Source: an optimization exercise on an open RTL-to-GDS flow (aim: small area and a short achievable clock period). Production flows keep margins and buffers that such runs may drop.
In this exercise RTL edits were held to simulation tests only and were not proved equivalent to the original.
Power is estimated from default activity; no workload was simulated.

Design lrm_sample_feeder, start of the top module:
module lrm_sample_feeder #(
    parameter int unsigned DEPTH     = 64,
    parameter int unsigned RES_DEPTH = 8
) (
    input  logic                 CLK,
    input  logic                 RESET_N,
    input  logic                 START,
    input  logic                 WR_EN,
    input  logic [lrm_pkg::SAMPLE_W-1:0]  WR_DATA,
    output logic                 FULL,
    input  logic                 LRM_READY,
    output logic [lrm_pkg::DATA_W-1:0]    LRM_XI,
    output logic [lrm_pkg::DATA_W-1:0]    LRM_YI,
    output logic                 LRM_PREDICT,
    output logic                 LRM_VALID,
    input  logic                 LRM_DONE,
    input  logic [lrm_pkg::DATA_W-1:0]    LRM_YP,
    input  logic [lrm_pkg::DATA_W-1:0]    LRM_A,
    input  logic [lrm_pkg::DATA_W-1:0]    LRM_B,
    input  logic                 RD_EN,
    output logic [lrm_pkg::RESULT_W-1:0]  RD_DATA,
    output logic                 RES_EMPTY,
    output logic [lrm_pkg::DATA_W-1:0]    TRAIN_CNT,
    output logic [lrm_pkg::DATA_W-1:0]    OUTSTANDING,
    output logic [lrm_pkg::CYCLE_W-1:0]   CYCLES,
    output logic                 BUSY,
    output logic                 FINISHED,
    output logic                 ERR
);
Size in the first run: ~3300 cells after synthesis, ~1500 flip-flops, ~140 I/O pins, roughly 55000 um^2 of cells after synthesis.
==> flow/config.mk <==
export PLATFORM = sky130hd
export DESIGN_NAME = lrm_sample_feeder
export DESIGN_NICKNAME = lrm_sample_feeder
export VERILOG_FILES = /design/flow/design.v
export SDC_FILE = /design/flow/constraint.sdc
export NUM_CORES = 4
export LEC_CHECK = 0
export CAP_MARGIN = 20
export CORE_MARGIN = 2
export CORE_UTILIZATION = 40
export CTS_CLUSTER_DIAMETER = 120
export CTS_CLUSTER_SIZE = 25
export PLACE_DENSITY = 0.6
export SETUP_SLACK_MARGIN = 2.85
export SLEW_MARGIN = 20
export TNS_END_PERCENT = 100
==> flow/constraint.sdc <==
create_clock -name core_clock -period 5.0 [get_ports {CLK}]
set_input_delay 1.0000 -clock core_clock [delete_from_list [all_inputs] [get_ports {CLK}]]
set_output_delay 1.0000 -clock core_clock [all_outputs]
set_load 0.01 [all_outputs]
standard.sh (not shown) runs the stock make flow with config.mk's settings and CLKGATE_MAP_FILE= SYNTH_SCRIPT=/design/flow/synth_recipe.tcl, a recipe that flattens the netlist after the stock synthesis.
==> flow/flow/run.sh <==
#!/bin/bash
# The standard layout with three changes: plain buffers (buf_2) on the ports
# instead of the delay buffer buffer_ports picks by default, and timing repair
# free to change a cell's footprint while it resizes.
set -euo pipefail
bash standard.sh BUFFER_PORTS_ARGS="-buffer_cell sky130_fd_sc_hd__buf_2" MATCH_CELL_FOOTPRINT=0 finish > standard_flow.log 2>&1
Then changed:
Settings changed: SETUP_SLACK_MARGIN 2.85 to 2.7.
=> Power goes down slightly; routed wire length rose slightly; via count shrinks slightly; clock power rises slightly; area after synthesis does not change; final cell count came out lower slightly; core utilization drops by 1.1 points; sequential cell count does not change; cell area drops by a few percent; worst setup slack gets better by 0.0084 ns.

========
== build 13 ==
Another version of the RTL of lrm_sample_feeder (not shown whole).
For scale: ~1,500 flip-flops, roughly 140 I/O pins.
Settings: LEC_CHECK=0, CAP_MARGIN=20, CORE_MARGIN=2, CORE_UTILIZATION=40, CTS_CLUSTER_DIAMETER=120, CTS_CLUSTER_SIZE=25, PLACE_DENSITY=0.6, SETUP_SLACK_MARGIN=2.8, SLEW_MARGIN=20, TNS_END_PERCENT=100; clock period 5.0 ns.
Scripts as last shown in full above: flow/flow/run.sh
Build 13 finished end to end and its layout was clean on timing, DRC and antenna.
Changes in build 79 relative to build 13:
# build 13
export LEC_CHECK = 0
export CAP_MARGIN = 20
export CORE_MARGIN = 2
export CORE_UTILIZATION = 40
export CTS_CLUSTER_DIAMETER = 120
export CTS_CLUSTER_SIZE = 25
export PLACE_DENSITY = 0.6
export SETUP_SLACK_MARGIN = 2.8
export SLEW_MARGIN = 20
export TNS_END_PERCENT = 100
create_clock -name core_clock -period 5.0 [get_ports {CLK}]
# build 79
export LEC_CHECK = 0
export CAP_MARGIN = 20
export CORE_MARGIN = 2
export CORE_UTILIZATION = 50
export CTS_CLUSTER_DIAMETER = 120
export CTS_CLUSTER_SIZE = 25
export PLACE_DENSITY = 0.7
export SETUP_SLACK_MARGIN = 2.7
export SLEW_MARGIN = 20
export TNS_END_PERCENT = 100
create_clock -name core_clock -period 5.0 [get_ports {CLK}]
==> comparison <==
- Build 79 ends up with a area added between synthesis and finish that is 4.4 points lower than in build 13.
- Measured against each other, build 79 and build 13 differ in average detailed-routed wire length per instance, the lower figure coming from build 13.
- Compare build 79 and build 13 | share of total power in the clock network higher: build 79
- The number of ordinary and repair buffers in the finished layout of build 79 is lower than that of build 13.
Edits applied to the flow inputs when going from build 79 to build 35:
# build 79
export LEC_CHECK = 0
export CAP_MARGIN = 20
export CORE_MARGIN = 2
export CORE_UTILIZATION = 50
export CTS_CLUSTER_DIAMETER = 120
export CTS_CLUSTER_SIZE = 25
export PLACE_DENSITY = 0.7
export SETUP_SLACK_MARGIN = 2.7
export SLEW_MARGIN = 20
export TNS_END_PERCENT = 100
create_clock -name core_clock -period 5.0 [get_ports {CLK}]
# build 35
export LEC_CHECK = 0
export CAP_MARGIN = 20
export CORE_MARGIN = 2
export CORE_UTILIZATION = 40
export CTS_CLUSTER_DIAMETER = 120
export CTS_CLUSTER_SIZE = 25
export PLACE_DENSITY = 0.6
export SETUP_SLACK_MARGIN = 2.7
export SLEW_MARGIN = 20
export TNS_END_PERCENT = 100
create_clock -name core_clock -period 5.0 [get_ports {CLK}]
==> comparison <==
- Diff build 79 -> build 35 | wire length of the first global-routing pass | increase of 13,000 µm
- Slew at the pin closest to its max-slew limit up 0.054 ns in build 35 wrt build 79
- Clock latency reported for the late side of the worst-skew pair delta (build 79 -> build 35): insignificant
- Largest stage delay on the critical path was lower in build 79 than in build 35.
- Summary: core area, build 35 worse than build 79
- Looking only at worst setup slack, and setting everything else aside, the higher value of build 35 and build 79 goes to build 35.
- Build 35: die area 25% above build 79
- The more densely filled core belongs to build 79, not build 35.

## port drivers added, routing unchanged
How much do the figures lean on ideal ports? The routed layouts below were timed once more, with nothing changed but the port constraints. Step 1 sets driving cells, clkbuf_16 on the clock port and buf_2 on the other inputs (assumed; they add their load-dependent delay and slew). Step 2 adds t to the input delays and takes it off the output delays; t is the mean of the earliest and latest rising clock arrival at the registers after step 1. Input paths then give back, and output paths get back, about the clock's delay inside the block. Three values: no drivers, after step 1, after step 2; two values: the first two.
run	t, ns	setup slack, ns	clock arrival spread, ns	worst data-port slew with drivers (ns)	pins driven straight from the clock port
the first run of note 1	0.786	2.638 / 2.564 / 2.264	0.049 / 0.049	0.08	1
the second run of note 1	0.781	2.646 / 2.584 / 2.147	0.054 / 0.054	0.07	1
build 13	0.773	2.667 / 2.586 / 2.200	0.043 / 0.042	0.06	1
build 79	0.733	2.596 / 2.596 / 2.077	0.066 / 0.066	0.07	1
build 35	0.756	2.658 / 2.625 / 2.058	0.033 / 0.033	0.08	1
After both steps setup and hold are still met in every run listed. For build 35, which loses most, drivers alone change the setup slack by -0.033 ns; drivers and shift together by -0.600 ns.
